This is an optimization exercise on Yosys and OpenROAD, whose aim is small area, a short achievable clock period and few clock cycles per item, not a production implementation.
At most, simulation tests tie the RTL to the original design; equivalence was not proved.
Function not checked in runs 2 to 4: the RTL went through the layout flow alone.

==> flow/design.v, too long to show whole: its modules and the start of the top module <==
// module chroma_window: 94 lines
// module csc_sum: 512 lines
// module filt_sum: 154 lines
// module rgb_packer: 104 lines
// module yuv_to_rgb: 49 lines
module yuv_to_rgb (
	input logic CLOCK_50_I,
	input logic resetn,
	input logic in_valid,
	input logic [SAMPLE_W-1:0] in_y_even,
	input logic [SAMPLE_W-1:0] in_y_odd,
	input logic [SAMPLE_W-1:0] in_u,
	input logic [SAMPLE_W-1:0] in_v,
	output logic busy,
	output logic out_valid,
	output logic [WORD_W-1:0] out_word,
	output logic out_line_end
);
  // ...
==> flow/flow/run.sh <==
#!/bin/bash
set -euo pipefail
bash standard.sh SETUP_SLACK_MARGIN=11 finish > make_finish.log 2>&1
==> flow/standard.sh <==
#!/bin/bash
# synth_recipe.tcl (not shown) runs the flow's synth.tcl, then flattens the netlist and writes it again
# the make line also repeats each setting of config.mk as NAME=value (left out here)
make -C /OpenROAD-flow-scripts/flow DESIGN_CONFIG=/design/flow/config.mk WORK_HOME=/design/flow/orfs CLKGATE_MAP_FILE= SYNTH_SCRIPT=/design/flow/synth_recipe.tcl "${@:-finish}"
==> flow/config.mk <==
export PLATFORM = sky130hd
export DESIGN_NAME = yuv_to_rgb
export DESIGN_NICKNAME = yuv_to_rgb
export VERILOG_FILES = /design/flow/design.v
export SDC_FILE = /design/flow/constraint.sdc
export NUM_CORES = 4
export LEC_CHECK = 0
export CAP_MARGIN = 20
export CORE_MARGIN = 2
export CORE_UTILIZATION = 60
export CTS_CLUSTER_DIAMETER = 100
export CTS_CLUSTER_SIZE = 30
export PLACE_DENSITY = 0.7
export SLEW_MARGIN = 20
==> flow/constraint.sdc <==
create_clock -name core_clock -period 15.0 [get_ports {CLOCK_50_I}]
set_input_delay 3.0000 -clock core_clock [delete_from_list [all_inputs] [get_ports {CLOCK_50_I}]]
set_output_delay 3.0000 -clock core_clock [all_outputs]
set_load 0.01 [all_outputs]
==> run_results.csv, run 1 <==
group,metric,value,unit
layout,multi_input_area_share,0.464,
layout,fin_cells,2309,
cts,clockBufferDepth,3,
layout,n_all_inverters,352,
cts,worstSkewPairLatency,0.53,ns
cts,cts_setup_buffers,7,
floorplanning,num_tap_cells,455,
sta,whs,0.347,ns
placed_design,port_buffers,53,
worst_setup_path,cp.buffers_inverters,1,
sta,rsz0062_at_grt,"true",
drt,firstDrtPassIters,5,
layout,nMultiInputCombCells,1023,
min_path,worstHoldPathCells,0,
layout,reg_top3,"decode_i.u_sr: 48 flops, decode_i.v_sr: 48 flops",
drt,ant_nets,0,
floorplanning,dieArea,36400,sq um
cts,clk_pin_slew,0.11,ns
placed_design,globalplace.congestion,0.906,
drt,met1Wirelength,17.4,mm
floorplanning,core,34500,sq um
worst_setup_path,path_cells,"buf_2",
synth,yosys_warnings,6,
worst_setup_path,crit_fanout,1,
synth,synth_compound_area_frac,0.0680,
layout,multiInputGateArea,10600,sq um
cts,numClockSinks,362,
layout,fin_nets,2252,
drt,routed-wl-met2,20.6,mm
synth,synth_common_cells,"inv_1 (352), fa_1 (225), dfxtp_1 (180)",
synth,synth_top_family_by_area,"adder cells",
floorplanning,dieWidth,191,um
drt,viasPerCell,5.32,
layout,drive_above_1_share,0.0992,
layout,fillerInstances,2627,
run_status,outcome,"no timing/DRC/antenna violations",
Testbench counts, summed over its fixed seeds: cycles 15,496, items 5,120.
==> module rgb_packer, before the edit <==
module rgb_packer (
	input logic CLOCK_50_I,
	input logic resetn,
	input logic launch,
	input logic last_launch,
	input logic [SAMPLE_W-1:0] win_y_even,
	input logic [SAMPLE_W-1:0] win_y_odd,
	input logic [0:5][SAMPLE_W-1:0] win_u_taps,
	input logic [0:5][SAMPLE_W-1:0] win_v_taps,
	output logic out_valid,
	output logic [WORD_W-1:0] out_word,
	output logic out_line_end
);
	logic [0:6] a;
	logic last_q;
	logic end_q;
	always_ff @(posedge CLOCK_50_I or negedge resetn) begin
		if (!resetn) begin
			a <= '0;
			last_q <= 1'b0;
			end_q <= 1'b0;
		end else begin
			a <= {launch, a[0:5]};
			if (launch)
				last_q <= last_launch;
			end_q <= a[5] && last_q && !(a[0] || a[1] || a[2]);
		end
	end
	always_ff @(posedge CLOCK_50_I) begin
		out_valid <= a[4] || a[5] || a[6];
		out_line_end <= a[6] && end_q;
	end
	logic [0:5][SAMPLE_W-1:0] taps;
	logic [8:0] p0_q, p1_q, p2_q;
	logic [9:0] f_a, f_b, f_a_q, f_b_q;
	logic f_c, f_c_q;
	logic [9:0] f_s;
	logic [SAMPLE_W-1:0] f_odd;     
	logic [SAMPLE_W-1:0] u_odd_q;   
	assign taps = a[1] ? win_v_taps : win_u_taps;
	always_ff @(posedge CLOCK_50_I) begin
		p0_q <= {1'b0, taps[2]} + {1'b0, taps[3]};
		p1_q <= {1'b0, taps[1]} + {1'b0, taps[4]};
		p2_q <= {1'b0, taps[0]} + {1'b0, taps[5]};
	end
	filt_sum filt_i (
		.p0(p0_q), .p1(p1_q), .p2(p2_q),
		.f_a(f_a), .f_b(f_b), .f_c(f_c)
	);
	assign f_s = f_a_q + f_b_q + {9'd0, f_c_q};
	assign f_odd = f_s[9] ? 8'h00 : (f_s[8] ? 8'hff : f_s[7:0]);
	always_ff @(posedge CLOCK_50_I) begin
		f_a_q <= f_a;
		f_b_q <= f_b;
		f_c_q <= f_c;
		u_odd_q <= f_odd;
	end
	logic [SAMPLE_W-1:0] y_odd_q;
	logic [SAMPLE_W-1:0] py, pu, pv;
	logic [9:0] r_a, r_b, g_a, g_b, r_a_q, r_b_q, g_a_q, g_b_q;
	logic [10:0] b_a, b_b, b_a_q, b_b_q;
	logic r_c, g_c, b_c;
	logic r_c_q, g_c_q, b_c_q;
	logic [SAMPLE_W-1:0] r_px, g_px, b_px;
	logic [SAMPLE_W-1:0] g_hold, b_hold;
	always_ff @(posedge CLOCK_50_I) begin
		y_odd_q <= win_y_odd;
		py <= a[3] ? y_odd_q : win_y_even;
		pu <= a[3] ? u_odd_q : win_u_taps[2];
		pv <= a[3] ? f_odd : win_v_taps[2];
	end
	csc_sum csc_i (
		.y(py), .u(pu), .v(pv),
		.r_a(r_a), .r_b(r_b), .r_c(r_c),
		.g_a(g_a), .g_b(g_b), .g_c(g_c),
		.b_a(b_a), .b_b(b_b), .b_c(b_c)
	);
	function automatic logic [SAMPLE_W-1:0] sat10(input logic [9:0] x, input logic [9:0] y, input logic c);
		logic [9:0] s;
		s = x + y + {9'd0, c};
		sat10 = s[9] ? 8'h00 : s[8] ? 8'hff : s[7:0];
	endfunction
	function automatic logic [SAMPLE_W-1:0] sat11(input logic [10:0] x, input logic [10:0] y, input logic c);
		logic [10:0] s;
		s = x + y + {10'd0, c};
		sat11 = s[10] ? 8'h00 : (s[9] || s[8]) ? 8'hff : s[7:0];
	endfunction
	assign r_px = sat10(r_a_q, r_b_q, r_c_q);
	assign g_px = sat10(g_a_q, g_b_q, g_c_q);
	assign b_px = sat11(b_a_q, b_b_q, b_c_q);
	always_ff @(posedge CLOCK_50_I) begin
		r_a_q <= r_a; r_b_q <= r_b; r_c_q <= r_c;
		g_a_q <= g_a; g_b_q <= g_b; g_c_q <= g_c;
		b_a_q <= b_a; b_b_q <= b_b; b_c_q <= b_c;
		g_hold <= g_px;
		b_hold <= b_px;
		if (a[4])
			out_word <= {r_px, g_px};
		else if (a[5])
			out_word <= {b_hold, r_px};
		else
			out_word <= {g_hold, b_hold};
	end
endmodule
==> run 2, diff against run 1 <==
--- a/flow/design.v
+++ b/flow/design.v
@@ -828,10 +828,19 @@
 	logic [SAMPLE_W-1:0] f_odd;     
 	logic [SAMPLE_W-1:0] u_odd_q;   
 	assign taps = a[1] ? win_v_taps : win_u_taps;
+	function automatic logic [8:0] add8(input logic [7:0] x, input logic [7:0] y);
+		logic c;
+		c = 1'b0;
+		for (int i = 0; i < 8; i++) begin
+			add8[i] = x[i] ^ y[i] ^ c;
+			c = (x[i] & y[i]) | (x[i] & c) | (y[i] & c);
+		end
+		add8[8] = c;
+	endfunction
 	always_ff @(posedge CLOCK_50_I) begin
-		p0_q <= {1'b0, taps[2]} + {1'b0, taps[3]};
-		p1_q <= {1'b0, taps[1]} + {1'b0, taps[4]};
-		p2_q <= {1'b0, taps[0]} + {1'b0, taps[5]};
+		p0_q <= add8(taps[2], taps[3]);
+		p1_q <= add8(taps[1], taps[4]);
+		p2_q <= add8(taps[0], taps[5]);
 	end
 	filt_sum filt_i (
 		.p0(p0_q), .p1(p1_q), .p2(p2_q),
==> run 2 against run 1 <==
Net effect: flip-flop and latch count is the same; count of clock-buffer cells in the layout stayed put; register-to-register slack improved by 0.03 ns; worst setup slack worse by 0.020 ns; non-clock buffer count down 22.
==> run_results.csv, run 2 <==
group,metric,value,unit
synth,syn_inst,1631,
synth,synthTopCellsByArea,"fa_1 (24%), edfxtp_1 (23%), dfxtp_1 (18%), ha_1 (7.8%), inv_1 (6.3%)",
sta,slew-limit-headroom,0.360,
synth,post-synth-top-area-cell,"fa_1",
synth,synth-seq-area-share,0.437,
floorplanning,rows,67,
global_route,antenna_found_initial,0,
flow_run,drv_cap,0,
floorplanning,dieArea,35700,sq um
layout,layout_common_cells,"inv_1 (342), fa_1 (230), dfxtp_1 (167)",
min_path,hold_path_class,"register to register",
floorplanning,die_h,189,um
drt,drtIter0Drc,810,
placed_design,hpwlAfterDp,30.0,mm
drt,via_count,11500,
worst_setup_path,cp.arrival,4.22,ns
worst_setup_path,crit_fanout,40,
sta,setup_violations,0,
worst_setup_path,worstPathRequired,15.22,ns
cts,worstSkewPairLatency,0.54,ns
run_status,outcome,"no timing/DRC/antenna violations",
layout,reg_top3,"decode_i.u_sr: 48 flops, decode_i.v_sr: 48 flops",
worst_setup_path,worst-setup-path-type,"input port to register",
cts,clk_pin_slew,0.11,ns
synth,synth_top_area_share,0.237,
synth,syn_nets,2037,
placed_design,place_ws,9.13,ns
layout,syn_to_final_growth,8.59,%
sta,postLayoutSetupSlackWorst,11.01,ns
floorplanning,start_util,0.610,
cts,numClockSinks,362,
global_route,grt_max_degree,41,
sta,skew,0.0232,ns
drt,drcViolationCount,0,
worst_setup_path,start_kind,"input port",
synth,synth_enable_flop_cells,160,
synth,netlist_area,20500,sq um
synth,postSynthAreaPerCell,12.6,sq um
cts,clockBufferDepth,3,
drt,firstDrtPassIters,7,
layout,drive_above_1_share,0.115,
synth,yosys_most_used_dff,"dfxtp_1",
placed_design,port_buffers,53,
global_route,grt.overflow.total,0,
sta,rsz0062_at_grt,"true",
global_route,grt_usage,0.232,
placed_design,postPlaceCellArea,21600,sq um
placed_design,globalplace.congestion,0.934,
synth,yosys_warnings,6,
layout,final_common_cell,"inv_1",
sta,clock.fmax,250,MHz
drt,wl_per_cell,18.2,um
drt,viasPerCell,5.31,
drt,drt-total-wl,39.4,mm
synth,synth_common_cells,"inv_1 (342), fa_1 (243), dfxtp_1 (180)",
layout,stdcell_area,22300,sq um
cts,cts_buffers,17,
floorplanning,core,33600,sq um
cts,cts_tree,"built",
sta,maxSlewViolCount,0,
worst_setup_path,reg2reg_slack,11.14,ns
layout,fin_nets,2105,
sta,worst_slew_pin_slew,0.956,ns
drt,ant_nets,0,
synth,ys_ff_latch,362,
min_path,worstHoldPathCells,0,
floorplanning,dieWidth,189,um
floorplanning,io_pins,54,
cts,cts_root_buffer,"clkbuf_16",
cts,htreeDepth,1,
sta,hold_viol_final,0,
synth,ys_types,79,
worst_setup_path,end_kind,"register",
sta,fin_crit,3.99,ns
synth,synth_async_sr_flop_share,0.0608,
worst_setup_path,reg2reg_depth,12,
sta,setup_tns,0,ns
global_route,grt_pass1_vias,11800,
synth,synth_most_common_cell,"inv_1",
sta,fin_crit_sh,0.266,
global_route,grt_pass1_wl,63.6,mm
cts,ctsHoldBuffers,0,
[run 2: changes by cell type after synthesis, sizes merged, moves of 10 or more]
cell	before	now
ha	149	128
fa	225	243
nor2b	26	9
a21o	23	7
nor2	69	54
xnor2	29	14
nand2b	27	14
inv	352	342
[run 2: cell type report]
| type | count | area [sq um] |
|---|---|---|
| fillers | 2439 | 11300 |
| diodes | 4 | 10.0 |
| multi-input cells | 911 | 10200 |
| flip-flops and latches | 362 | 8980 |
| clock inverters | 6 | 71.3 |
| clock buffers | 24 | 452 |
| well taps | 448 | 561 |
| inverters | 342 | 1280 |
| repair buffers | 65 | 671 |
[run 2: routing by layer]
| metal | global-route usage | up-vias | routed length [um] |
|---|---|---|---|
| li1 | - | 5414 | - |
| met1 | 0.345 | 5656 | 18100 |
| met2 | 0.355 | 345 | 17400 |
| met3 | 0.0434 | 60 | 2850 |
| met4 | 0.0640 | 0 | 1090 |
| met5 | 0 | - | 0 |
[run 2: cell families (layout without fill, tap and decap cells)]
| family | Yosys count | after routing | synth area share |
|---|---|---|---|
| adder cells (fa/ha/maj) | 380 | 380 | 0.320 |
| flip-flops | 362 | 362 | 0.437 |
| buffers and inverters | 360 | 437 | 0.0668 |
| AND/OR/NAND/NOR | 244 | 246 | 0.0544 |
| AO/OA/AOI/OAI | 178 | 178 | 0.0652 |
| multiplexers | 81 | 81 | 0.0447 |
| XOR/XNOR | 26 | 26 | 0.0120 |
| other | 0 | 4 | 0 |
[run 2: critical path, cell delays in order]
cell and delay, ns:
clkdlybuf4s50_1 0.50, buf_12 0.20, nand2b_4 0.23, buf_16 0.25
[run 2: worst paths after layout]
kind | from | to
max reg2reg | result_i.a[1] | result_i.p0_q[7]
min in group asynchronous | resetn | decode_i.pair_cnt[3]
max in group asynchronous | resetn | result_i.a[3]
min reg2reg | decode_i.y_odd_q[2] | result_i.y_odd_q[2]
min | decode_i.y_odd_q[2] | result_i.y_odd_q[2]
max | in_valid | decode_i.v_sr[40]
[run 2: per-stage QoR]
stage               std cells  hold WS (ns)  utilization
global placement         2120         0.324        0.641
finish                   2162         0.339        0.662
global route             2158         0.348        0.662
floorplan                1631         0.323            -
detailed placement       2120         0.327        0.641
CTS                      2158         0.343        0.661
[run 2: repair_timing]
action                                  in CTS  in global routing
buffers inserted                             3                  0
cloned                                       5                  0
endpoints found under the setup margin     173                 83
resized for setup                          101                 20
hold endpoints to repair                     0                  0
==> run 3, diff against run 2 <==
--- a/flow/config.mk
+++ b/flow/config.mk
@@ -7,8 +7,8 @@
 export LEC_CHECK = 0
 export CAP_MARGIN = 20
 export CORE_MARGIN = 2
-export CORE_UTILIZATION = 60
+export CORE_UTILIZATION = 70
 export CTS_CLUSTER_DIAMETER = 100
 export CTS_CLUSTER_SIZE = 30
-export PLACE_DENSITY = 0.7
+export PLACE_DENSITY = 0.8
 export SLEW_MARGIN = 20
==> run 3 against run 2 <==
Net effect: count of clock-buffer cells in the layout up 1; cell area down 0.37%; register-to-register slack worse by 0.06 ns; maximum frequency up 0.52%; clock skew about the same; worst setup slack better by 0.020 ns; critical endpoint is now out_line_end.
==> run_results.csv, run 3 <==
group,metric,value,unit
sta,postLayoutSetupSlackWorst,11.03,ns
worst_setup_path,slowest_stage,"dfxtp_2",
floorplanning,die_h,175,um
min_path,hold_path_class,"register to register",
floorplanning,core,28800,sq um
synth,ys_ff_latch,362,
drt,drtIter0Drc,1057,
worst_setup_path,slowest_delay,0.33,ns
synth,netlist_area,20500,sq um
sta,fin_crit,3.97,ns
cts,clk_pin_slew,0.11,ns
layout,num_antenna_cells,0,
layout,reg_top3,"decode_i.u_sr: 48 flops, decode_i.v_sr: 48 flops",
synth,postSynthAreaPerCell,12.6,sq um
sta,maxSlewViolCount,0,
floorplanning,dieArea,30700,sq um
floorplanning,io_pins,54,
sta,skew,0.0232,ns
layout,fillerInstances,1745,
worst_setup_path,critPathTopFamily,"flip-flops",
floorplanning,rows,62,
synth,synthTopCellsByArea,"fa_1 (24%), edfxtp_1 (23%), dfxtp_1 (18%), ha_1 (7.8%), inv_1 (6.3%)",
drt,drt-total-wl,41.7,mm
sta,worst_slew_pin_slew,0.953,ns
worst_setup_path,start_kind,"register",
drt,routed-wl-met2,19.6,mm
drt,highest_layer,"met5",
floorplanning,dieWidth,175,um
flow_run,drv_cap,0,
layout,final_common_cell,"inv_1",
drt,wl_met3,2.99,mm
placed_design,globalplace.congestion,0.950,
placed_design,postPlaceCellArea,21500,sq um
cts,cts_tree,"built",
sta,slew-limit-headroom,0.362,
global_route,grt_pass1_vias,12600,
cts,ctsHoldBuffers,0,
synth,syn_nets,2037,
drt,firstDrtPassIters,5,
drt,drcViolationCount,0,
placed_design,port_buffers,53,
synth,synth_most_common_cell,"inv_1",
layout,fin_nets,2108,
drt,wl_per_cell,19.9,um
placed_design,place_ws,9.15,ns
global_route,grt.overflow.total,0,
synth,synth_top_area_share,0.237,
floorplanning,start_util,0.712,
synth,synth-seq-area-share,0.437,
synth,yosys_most_used_dff,"dfxtp_1",
synth,synth_async_sr_flop_share,0.0608,
sta,setup_violations,0,
layout,syn_to_final_growth,8.19,%
worst_setup_path,path_cells,"buf_2",
drt,ant_nets,0,
sta,clock.fmax,252,MHz
worst_setup_path,worstPathRequired,12.00,ns
synth,ys_types,79,
cts,worstSkewPairLatency,0.53,ns
worst_setup_path,crit_fanout,1,
layout,stdcell_area,22200,sq um
drt,viasPerCell,5.72,
cts,cts_root_buffer,"clkbuf_16",
sta,hold_viol_final,0,
sta,rsz0062_at_grt,"true",
cts,clockBufferDepth,3,
drt,met1Wirelength,17.5,mm
worst_setup_path,cp.buffers_inverters,1,
drt,via_count,12000,
synth,synth_enable_flop_cells,160,
synth,syn_inst,1631,
sta,setup_tns,0,ns
cts,numClockSinks,362,
cts,htreeDepth,1,
layout,layout_common_cells,"inv_1 (342), fa_1 (232), dfxtp_1 (172)",
worst_setup_path,cp.arrival,0.97,ns
worst_setup_path,worst-setup-path-type,"register to output pin",
sta,fin_crit_sh,0.265,
global_route,grt_usage,0.280,
global_route,grt_max_degree,40,
synth,synth_common_cells,"inv_1 (342), fa_1 (243), dfxtp_1 (180)",
cts,cts_buffers,16,
placed_design,hpwlAfterDp,31.1,mm
synth,post-synth-top-area-cell,"fa_1",
layout,drive_above_1_share,0.110,
global_route,grt_pass1_wl,65.8,mm
synth,yosys_warnings,6,
global_route,antenna_found_initial,1,
worst_setup_path,end_kind,"output pin",
run_status,outcome,"no timing/DRC/antenna violations",
[run 3: final timing paths]
| path | endpoint | slack, ns | startpoint | cells past startpoint |
|---|---|---|---|---|
| max | out_line_end | 11.03 | result_i.out_line_end | 1 |
| min | result_i.y_odd_q[4] | 0.35 | decode_i.y_odd_q[4] | 0 |
| max reg2reg | result_i.p0_q[7] | 11.08 | result_i.a[1] | 12 |
| min reg2reg | result_i.y_odd_q[4] | 0.35 | decode_i.y_odd_q[4] | 0 |
| max in group asynchronous | result_i.a[1] | 11.87 | resetn | 2 |
| min in group asynchronous | result_i.end_q | 2.83 | resetn | 2 |
[run 3: metrics by stage]
stage	cells	util	hold slack [ns]
after floorplan	1631	-	0.323
after global placement	2057	0.747	0.326
after detailed placement	2057	0.747	0.328
after CTS	2091	0.767	0.353
after global routing	2095	0.771	0.366
final	2095	0.771	0.351
[run 3: timing repair]
| action | in CTS | in global routing |
|---|---|---|
| cloned | 5 | 3 |
| resized for setup | 95 | 17 |
| buffers inserted | 2 | 1 |
| setup endpoints to repair | 172 | 85 |
| endpoints found under the hold margin | 0 | 0 |
[run 3: layout make-up]
class	instances	area (sq um)	share of cell area
well taps	384	480	0.0217
repair buffers	68	717	0.0323
flip-flops and latches	362	8970	0.404
multi-input cells	912	10200	0.462
inverters	342	1280	0.0579
clock buffers	25	457	0.0206
clock inverters	2	28.8	0.00130
[run 3: logic make-up (layout without fill, tap and decap cells)]
| kind of cell | after synthesis | count (layout) | share of synthesized area |
|---|---|---|---|
| AO/OA/AOI/OAI | 178 | 178 | 0.0652 |
| XOR/XNOR | 26 | 26 | 0.0120 |
| adder cells (fa/ha/maj) | 380 | 380 | 0.320 |
| buffers and inverters | 360 | 437 | 0.0668 |
| flip-flops | 362 | 362 | 0.437 |
| multiplexers | 81 | 81 | 0.0447 |
| AND/OR/NAND/NOR | 244 | 247 | 0.0544 |
[run 3: layer usage]
layer / global-route usage / vias up
li1: - / 5420
met1: 0.396 / 5986
met2: 0.448 / 478
met3: 0.0461 / 100
met4: 0.0965 / 2
met5: 0 / -
==> run 4, diff against run 3 <==
==> flow/flow/run.sh (replaced) <==
#!/bin/bash
set -euo pipefail
bash standard.sh SETUP_SLACK_MARGIN=11 "BUFFER_PORTS_ARGS=-buffer_cell sky130_fd_sc_hd__buf_1" finish > make_finish.log 2>&1
--- a/flow/config.mk
+++ b/flow/config.mk
@@ -7,8 +7,8 @@
 export LEC_CHECK = 0
 export CAP_MARGIN = 20
 export CORE_MARGIN = 2
-export CORE_UTILIZATION = 70
+export CORE_UTILIZATION = 60
 export CTS_CLUSTER_DIAMETER = 100
 export CTS_CLUSTER_SIZE = 30
-export PLACE_DENSITY = 0.8
+export PLACE_DENSITY = 0.7
 export SLEW_MARGIN = 20
==> run 4 against run 3 <==
Net effect: still clean on timing, DRC and antenna; non-clock buffer count decreased by 2; area after synthesis unchanged; register-to-register slack about the same; routed wire length decreased by 3.5%; worst hold slack got worse by 0.0020 ns; clock skew increased by 0.0039 ns; core utilization decreased by 12 points; via count decreased by 3.1%.
==> run_results.csv, run 4 <==
group,metric,value,unit
run_status,outcome,"no timing/DRC/antenna violations",
sta,setup_tns,0,ns
global_route,grt.overflow.total,0,
drt,drtIter0Drc,811,
floorplanning,die_h,189,um
layout,num_antenna_cells,0,
sta,hold_viol_final,0,
floorplanning,io_pins,54,
placed_design,hpwlAfterDp,30.4,mm
sta,clock.fmax,252,MHz
drt,wl_per_cell,18.7,um
worst_setup_path,slowest_stage,"dfxtp_2",
synth,synth_async_sr_flop_share,0.0608,
worst_setup_path,critPathTopFamily,"flip-flops",
synth,netlist_area,20500,sq um
global_route,antenna_found_initial,0,
layout,seqCellArea,8970,sq um
layout,multiInputGateArea,10200,sq um
synth,synthTopCellsByArea,"fa_1 (24%), edfxtp_1 (23%), dfxtp_1 (18%), ha_1 (7.8%), inv_1 (6.3%)",
cts,htreeDepth,1,
drt,drt-total-wl,40.3,mm
synth,ys_types,79,
synth,postSynthAreaPerCell,12.6,sq um
drt,viasPerCell,5.39,
global_route,grt_max_degree,41,
floorplanning,rows,67,
layout,layout_common_cells,"inv_1 (342), fa_1 (231), dfxtp_1 (174)",
worst_setup_path,start_kind,"register",
worst_setup_path,crit_fanout,1,
sta,maxSlewViolCount,0,
cts,cts_buffers,16,
min_path,hold_path_class,"register to register",
synth,synth_most_common_cell,"inv_1",
drt,firstDrtPassIters,7,
global_route,grt_pass1_wl,65.3,mm
synth,synth_common_cells,"inv_1 (342), fa_1 (243), dfxtp_1 (180)",
sta,slew-limit-headroom,0.362,
cts,clk_pin_slew,0.11,ns
worst_setup_path,slowest_delay,0.33,ns
sta,setup_violations,0,
floorplanning,core,33600,sq um
cts,cts_root_buffer,"clkbuf_16",
sta,skew,0.0271,ns
sta,worst_slew_pin_slew,0.953,ns
floorplanning,dieArea,35700,sq um
worst_setup_path,worstPathRequired,12.00,ns
sta,rsz0062_at_grt,"true",
layout,fin_nets,2105,
worst_setup_path,end_kind,"output pin",
sta,fin_crit_sh,0.265,
synth,synth-seq-area-share,0.437,
synth,syn_inst,1631,
cts,cts_tree,"built",
synth,syn_nets,2037,
worst_setup_path,path_cells,"buf_6",
placed_design,globalplace.congestion,0.944,
layout,final_util,0.654,
synth,synth_enable_flop_cells,160,
placed_design,place_ws,9.53,ns
synth,post-synth-top-area-cell,"fa_1",
layout,reg_top3,"decode_i.u_sr: 48 flops, decode_i.v_sr: 48 flops",
synth,synth_top_area_share,0.237,
flow_run,drv_cap,0,
floorplanning,dieWidth,189,um
synth,yosys_most_used_dff,"dfxtp_1",
drt,via_count,11600,
drt,drcViolationCount,0,
layout,syn_to_final_growth,7.20,%
layout,final_common_cell,"inv_1",
cts,worstSkewPairLatency,0.53,ns
worst_setup_path,cp.buffers_inverters,1,
drt,ant_nets,0,
synth,yosys_warnings,6,
sta,postLayoutSetupSlackWorst,11.03,ns
sta,fin_crit,3.97,ns
global_route,grt_pass1_vias,12200,
worst_setup_path,cp.arrival,0.97,ns
worst_setup_path,worst-setup-path-type,"register to output pin",
placed_design,port_buffers,53,
synth,ys_ff_latch,362,
layout,drive_above_1_share,0.108,
layout,fillerInstances,2479,
cts,clockBufferDepth,3,
cts,numClockSinks,362,
global_route,grt_usage,0.236,
floorplanning,start_util,0.610,
## run 4: cell counts after synthesis
Identical to the previous run, type by type.
## run 4: final cells by class
class	count	area share
clock buffer	24	0.0205
multi-input combinational	911	0.466
timing repair buffer	66	0.0198
inverter	342	0.0584
sequential	362	0.408
tap	448	0.0255
clock inverter	3	0.00211
## run 4: worst paths after layout
check	from	to	slack (ns)	cells past startpoint
max in group asynchronous	resetn	result_i.a[3]	12.31	2
min in group asynchronous	resetn	decode_i.pair_cnt[4]	2.43	2
worst min register to register	decode_i.y_odd_q[4]	result_i.y_odd_q[4]	0.35	0
worst max-delay path	result_i.out_word[12]	out_word[12]	11.03	1
worst min-delay path	decode_i.y_odd_q[4]	result_i.y_odd_q[4]	0.35	0
worst max register to register	result_i.a[1]	result_i.p0_q[7]	11.09	12
## run 4: metrics by stage
stage / instance area [sq um] / std cells / hold WS, ns
4_1_cts: 21900 / 2156 / 0.354
6_report: 22000 / 2156 / 0.349
5_1_grt: 22000 / 2156 / 0.363
2_1_floorplan: 20500 / 1631 / 0.323
3_5_place_dp: 21200 / 2121 / 0.329
3_3_place_gp: 21200 / 2121 / 0.324
## run 4: cell families (layout without fill, tap and decap cells)
kind of cell | Yosys count | count (layout) | share of synthesized area
AO/OA/AOI/OAI | 178 | 178 | 0.0652
XOR/XNOR | 26 | 26 | 0.0120
adder cells (fa/ha/maj) | 380 | 380 | 0.320
buffers and inverters | 360 | 435 | 0.0668
flip-flops | 362 | 362 | 0.437
multiplexers | 81 | 81 | 0.0447
AND/OR/NAND/NOR | 244 | 246 | 0.0544
## run 4: per-layer routing
metal / part of all wire / GRT usage / vias to the layer above
li1: - / - / 5410
met1: 0.45 / 0.343 / 5763
met2: 0.45 / 0.365 / 360
met3: 0.065 / 0.0389 / 84
met4: 0.039 / 0.0862 / 0
met5: 0 / 0 / -
## run 4: repair_timing
| action | CTS | global route |
|---|---|---|
| cloned | 5 | 0 |
| hold buffers | 0 | 0 |
| resized for setup | 30 | 16 |
| setup endpoints to repair | 108 | 41 |
| buffers inserted | 3 | 0 |
==> run 5, diff against run 4 <==
--- a/flow/design.v
+++ b/flow/design.v
@@ -120,6 +120,53 @@
 	end
 	carry16 = cg3[1] | (cp3[1] & cg3[0]);
 endfunction
+function automatic logic [9:0] add10(input logic [9:0] a, input logic [9:0] b, input logic cin);
+	logic [9:0] p, g, gg, pp;
+	p = a ^ b;
+	g = a & b;
+	gg = g;
+	pp = p;
+	gg[0] = g[0] | (p[0] & cin);
+	gg[1] = gg[1] | (pp[1] & gg[0]); pp[1] = pp[1] & pp[0];
+	gg[3] = gg[3] | (pp[3] & gg[2]); pp[3] = pp[3] & pp[2];
+	gg[5] = gg[5] | (pp[5] & gg[4]); pp[5] = pp[5] & pp[4];
+	gg[7] = gg[7] | (pp[7] & gg[6]); pp[7] = pp[7] & pp[6];
+	gg[9] = gg[9] | (pp[9] & gg[8]); pp[9] = pp[9] & pp[8];
+	gg[3] = gg[3] | (pp[3] & gg[1]); pp[3] = pp[3] & pp[1];
+	gg[7] = gg[7] | (pp[7] & gg[5]); pp[7] = pp[7] & pp[5];
+	gg[7] = gg[7] | (pp[7] & gg[3]); pp[7] = pp[7] & pp[3];
+	gg[5] = gg[5] | (pp[5] & gg[3]); pp[5] = pp[5] & pp[3];
+	gg[9] = gg[9] | (pp[9] & gg[7]); pp[9] = pp[9] & pp[7];
+	gg[2] = gg[2] | (pp[2] & gg[1]); pp[2] = pp[2] & pp[1];
+	gg[4] = gg[4] | (pp[4] & gg[3]); pp[4] = pp[4] & pp[3];
+	gg[6] = gg[6] | (pp[6] & gg[5]); pp[6] = pp[6] & pp[5];
+	gg[8] = gg[8] | (pp[8] & gg[7]); pp[8] = pp[8] & pp[7];
+	add10 = p ^ {gg[8:0], cin};
+endfunction
+function automatic logic [10:0] add11(input logic [10:0] a, input logic [10:0] b, input logic cin);
+	logic [10:0] p, g, gg, pp;
+	p = a ^ b;
+	g = a & b;
+	gg = g;
+	pp = p;
+	gg[0] = g[0] | (p[0] & cin);
+	gg[1] = gg[1] | (pp[1] & gg[0]); pp[1] = pp[1] & pp[0];
+	gg[3] = gg[3] | (pp[3] & gg[2]); pp[3] = pp[3] & pp[2];
+	gg[5] = gg[5] | (pp[5] & gg[4]); pp[5] = pp[5] & pp[4];
+	gg[7] = gg[7] | (pp[7] & gg[6]); pp[7] = pp[7] & pp[6];
+	gg[9] = gg[9] | (pp[9] & gg[8]); pp[9] = pp[9] & pp[8];
+	gg[3] = gg[3] | (pp[3] & gg[1]); pp[3] = pp[3] & pp[1];
+	gg[7] = gg[7] | (pp[7] & gg[5]); pp[7] = pp[7] & pp[5];
+	gg[7] = gg[7] | (pp[7] & gg[3]); pp[7] = pp[7] & pp[3];
+	gg[5] = gg[5] | (pp[5] & gg[3]); pp[5] = pp[5] & pp[3];
+	gg[9] = gg[9] | (pp[9] & gg[7]); pp[9] = pp[9] & pp[7];
+	gg[2] = gg[2] | (pp[2] & gg[1]); pp[2] = pp[2] & pp[1];
+	gg[4] = gg[4] | (pp[4] & gg[3]); pp[4] = pp[4] & pp[3];
+	gg[6] = gg[6] | (pp[6] & gg[5]); pp[6] = pp[6] & pp[5];
+	gg[8] = gg[8] | (pp[8] & gg[7]); pp[8] = pp[8] & pp[7];
+	gg[10] = gg[10] | (pp[10] & gg[9]); pp[10] = pp[10] & pp[9];
+	add11 = p ^ {gg[9:0], cin};
+endfunction
 module csc_sum (
 	input logic [7:0] y,
 	input logic [7:0] u,
@@ -846,7 +893,7 @@
 		.p0(p0_q), .p1(p1_q), .p2(p2_q),
 		.f_a(f_a), .f_b(f_b), .f_c(f_c)
 	);
-	assign f_s = f_a_q + f_b_q + {9'd0, f_c_q};
+	assign f_s = add10(f_a_q, f_b_q, f_c_q);
 	assign f_odd = f_s[9] ? 8'h00 : (f_s[8] ? 8'hff : f_s[7:0]);
 	always_ff @(posedge CLOCK_50_I) begin
 		f_a_q <= f_a;
@@ -876,12 +923,12 @@
 	);
 	function automatic logic [SAMPLE_W-1:0] sat10(input logic [9:0] x, input logic [9:0] y, input logic c);
 		logic [9:0] s;
-		s = x + y + {9'd0, c};
+		s = add10(x, y, c);
 		sat10 = s[9] ? 8'h00 : s[8] ? 8'hff : s[7:0];
 	endfunction
 	function automatic logic [SAMPLE_W-1:0] sat11(input logic [10:0] x, input logic [10:0] y, input logic c);
 		logic [10:0] s;
-		s = x + y + {10'd0, c};
+		s = add11(x, y, c);
 		sat11 = s[10] ? 8'h00 : (s[9] || s[8]) ? 8'hff : s[7:0];
 	endfunction
 	assign r_px = sat10(r_a_q, r_b_q, r_c_q);
==> run 5 against run 4 <==
Net effect: worst setup slack gained 0.0014 ns; die area shrank 2.1%; cell area shrank 2.3%; count of clock-buffer cells in the layout is the same; cell count shrank 5.9%; first-iteration DRC count shrank 28%; critical endpoint is now out_line_end.
==> run_results.csv, run 5 <==
group,metric,value,unit
run_status,outcome,"no timing/DRC/antenna violations",
synth,netlist_area,20100,sq um
synth,post-synth-top-area-cell,"fa_1",
synth,ys_ff_latch,362,
layout,fillerInstances,2511,
worst_setup_path,crit_fanout,1,
worst_setup_path,end_kind,"output pin",
cts,ctsHoldBuffers,0,
synth,syn_nets,1929,
synth,synth-seq-area-share,0.446,
floorplanning,io_pins,54,
drt,via_count,10600,
sta,setup_violations,0,
cts,htreeDepth,1,
worst_setup_path,cp.arrival,0.97,ns
cts,numClockSinks,362,
cts,clk_pin_slew,0.11,ns
floorplanning,dieWidth,187,um
synth,synth_common_cells,"inv_1 (360), fa_1 (258), dfxtp_1 (180)",
worst_setup_path,path_cells,"buf_2",
global_route,grt_usage,0.226,
sta,skew,0.0198,ns
layout,fin_nets,1993,
worst_setup_path,worst-setup-path-type,"register to output pin",
cts,cts_buffers,16,
min_path,hold_path_class,"register to register",
layout,fin_cells,2028,
floorplanning,die_h,187,um
floorplanning,start_util,0.614,
placed_design,port_buffers,53,
floorplanning,dieArea,34900,sq um
layout,reg_top3,"decode_i.u_sr: 48 flops, decode_i.v_sr: 48 flops",
floorplanning,core,32700,sq um
cts,clockBufferDepth,3,
worst_setup_path,slowest_stage,"dfxtp_1",
sta,worst_slew_pin_slew,1.06,ns
synth,synth_enable_flop_cells,160,
sta,setup_tns,0,ns
cts,worstSkewPairLatency,0.53,ns
placed_design,hpwlAfterDp,28.6,mm
layout,num_antenna_cells,0,
drt,wl_per_cell,18.5,um
synth,synth_most_common_cell,"inv_1",
placed_design,globalplace.congestion,0.912,
sta,clock.fmax,252,MHz
floorplanning,rows,66,
sta,fin_crit_sh,0.264,
global_route,antenna_found_initial,0,
global_route,grt_pass1_vias,11600,
layout,final_common_cell,"inv_1",
layout,layout_common_cells,"inv_1 (359), fa_1 (242), dfxtp_1 (169)",
global_route,grt_pass1_wl,61.4,mm
placed_design,dpl.cell_count,1991,
synth,synth_async_sr_flop_share,0.0608,
worst_setup_path,slowest_delay,0.33,ns
sta,hold_viol_final,0,
flow_run,drv_cap,0,
synth,syn_inst,1513,
layout,drive_above_1_share,0.105,
global_route,grt.overflow.total,0,
synth,synth_top_area_share,0.257,
sta,slew-limit-headroom,0.294,
drt,viasPerCell,5.21,
sta,rsz0062_at_grt,"true",
global_route,grt_max_degree,77,
drt,drt-total-wl,37.6,mm
drt,ant_nets,0,
drt,drtIter0Drc,580,
drt,firstDrtPassIters,7,
sta,fin_crit,3.97,ns
worst_setup_path,worstPathRequired,12.00,ns
synth,yosys_warnings,6,
worst_setup_path,critPathTopFamily,"flip-flops",
synth,yosys_most_used_dff,"dfxtp_1",
cts,cts_root_buffer,"clkbuf_16",
synth,ys_types,66,
synth,synthTopCellsByArea,"fa_1 (26%), edfxtp_1 (24%), dfxtp_1 (18%), ha_1 (7.7%), inv_1 (6.7%)",
worst_setup_path,cp.buffers_inverters,1,
synth,postSynthAreaPerCell,13.3,sq um
sta,maxSlewViolCount,0,
layout,syn_to_final_growth,7.03,%
worst_setup_path,start_kind,"register",
drt,drcViolationCount,0,
cts,cts_tree,"built",
run 5: logic make-up after synthesis:
logic type	synth area share
adders and majority gates	0.338
buffers and inverters	0.0722
DFF	0.446
AOI/OAI and AO/OA	0.0410
muxes	0.0660
and+or+nand+nor	0.0276
xor gates and xnor gates	0.00917
run 5: worst reg2reg max path, delay by kind of cell, from the launching register on:
family	cells	cell delay, ns
DFF	1	0.49
muxes	1	0.29
adders and majority gates	7	2.73
buffers and inverters	4	0.44
run 5: layout make-up:
type	count	area [sq um]	area share
Clock buffer	24	452	0.0210
Clock inverter	3	31.3	0.00146
Inverter	360	1350	0.0629
Multi-Input combinational cell	771	9720	0.453
Sequential cell	362	8980	0.418
Tap cell	442	553	0.0258
Timing Repair Buffer	66	388	0.0181
run 5: worst paths after layout:
check | from | to | slack (ns) | cells past startpoint
worst max-delay path | result_i.out_line_end | out_line_end | 11.03 | 1
worst min-delay path | decode_i.y_odd_q[1] | result_i.y_odd_q[1] | 0.35 | 0
worst max register to register | result_i.a[1] | result_i.p2_q[7] | 11.04 | 12
worst min register to register | decode_i.y_odd_q[1] | result_i.y_odd_q[1] | 0.35 | 0
max in group asynchronous | resetn | result_i.a[1] | 12.30 | 2
min in group asynchronous | resetn | result_i.a[6] | 2.44 | 2
run 5: repair_timing:
| item | in CTS | in global routing |
|---|---|---|
| buffers inserted | 8 | 0 |
| gates resized for setup | 37 | 25 |
| pin swaps | 1 | 3 |
| endpoints found under the setup margin | 173 | 51 |
| cloned | 2 | 0 |
run 5: metrics by stage:
| step | hold slack, ns | worst slack, ns | util | instance area [sq um] |
|---|---|---|---|---|
| after floorplan | 0.323 | 10.39 | - | 20100 |
| after global placement | 0.324 | 9.47 | 0.635 | 20800 |
| after detailed placement | 0.330 | 9.40 | 0.635 | 20800 |
| after CTS | 0.356 | 11.00 | 0.655 | 21400 |
| after global routing | 0.360 | 10.89 | 0.657 | 21500 |
| final | 0.354 | 11.03 | 0.657 | 21500 |
run 5: metal layers:
metal	GRT usage	wire length, um
met3	0.0366	1660
met5	0	0
met4	0.0571	850
met1	0.296	15900
met2	0.398	19200
Testbench counts of run 5, summed over its fixed seeds: cycles 15,496, items 5,120.

[what the ideal ports hide]
In the flow no input, the clock included, has a driving cell. The finished layouts below were timed again as built, in two steps. Step 1, drivers: a clkbuf_16 drives CLOCK_50_I and a buf_2 each remaining input, both assumed. Step 2 moves the port delays by t, midway between the first and last clock arrival at a register: inputs arrive t later, outputs are due t later. That takes back most of the time a late clock gives input paths. Slacks: no drivers / after step 1 / after step 2; pairs: no drivers / after step 1.
| run | t, ns | slack for setup (ns) | worst hold slack (ns) | latest minus earliest clock arrival (ns) |
|---|---|---|---|---|
| run 1 | 0.578 | 11.027 / 10.972 / 10.582 | 0.347 / 0.347 / 0.347 | 0.030 / 0.030 |
| run 2 | 0.579 | 11.007 / 10.965 / 10.461 | 0.339 / 0.339 / 0.339 | 0.025 / 0.025 |
| run 3 | 0.568 | 11.028 / 10.975 / 10.758 | 0.351 / 0.351 / 0.351 | 0.023 / 0.023 |
| run 4 | 0.566 | 11.032 / 10.979 / 10.604 | 0.349 / 0.349 / 0.349 | 0.029 / 0.029 |
| run 5 | 0.570 | 11.033 / 10.984 / 10.605 | 0.354 / 0.354 / 0.354 | 0.022 / 0.021 |
After both steps every run listed still meets setup and hold. For run 2, which loses most, drivers alone change the setup slack by -0.042 ns; drivers and shift together by -0.546 ns.
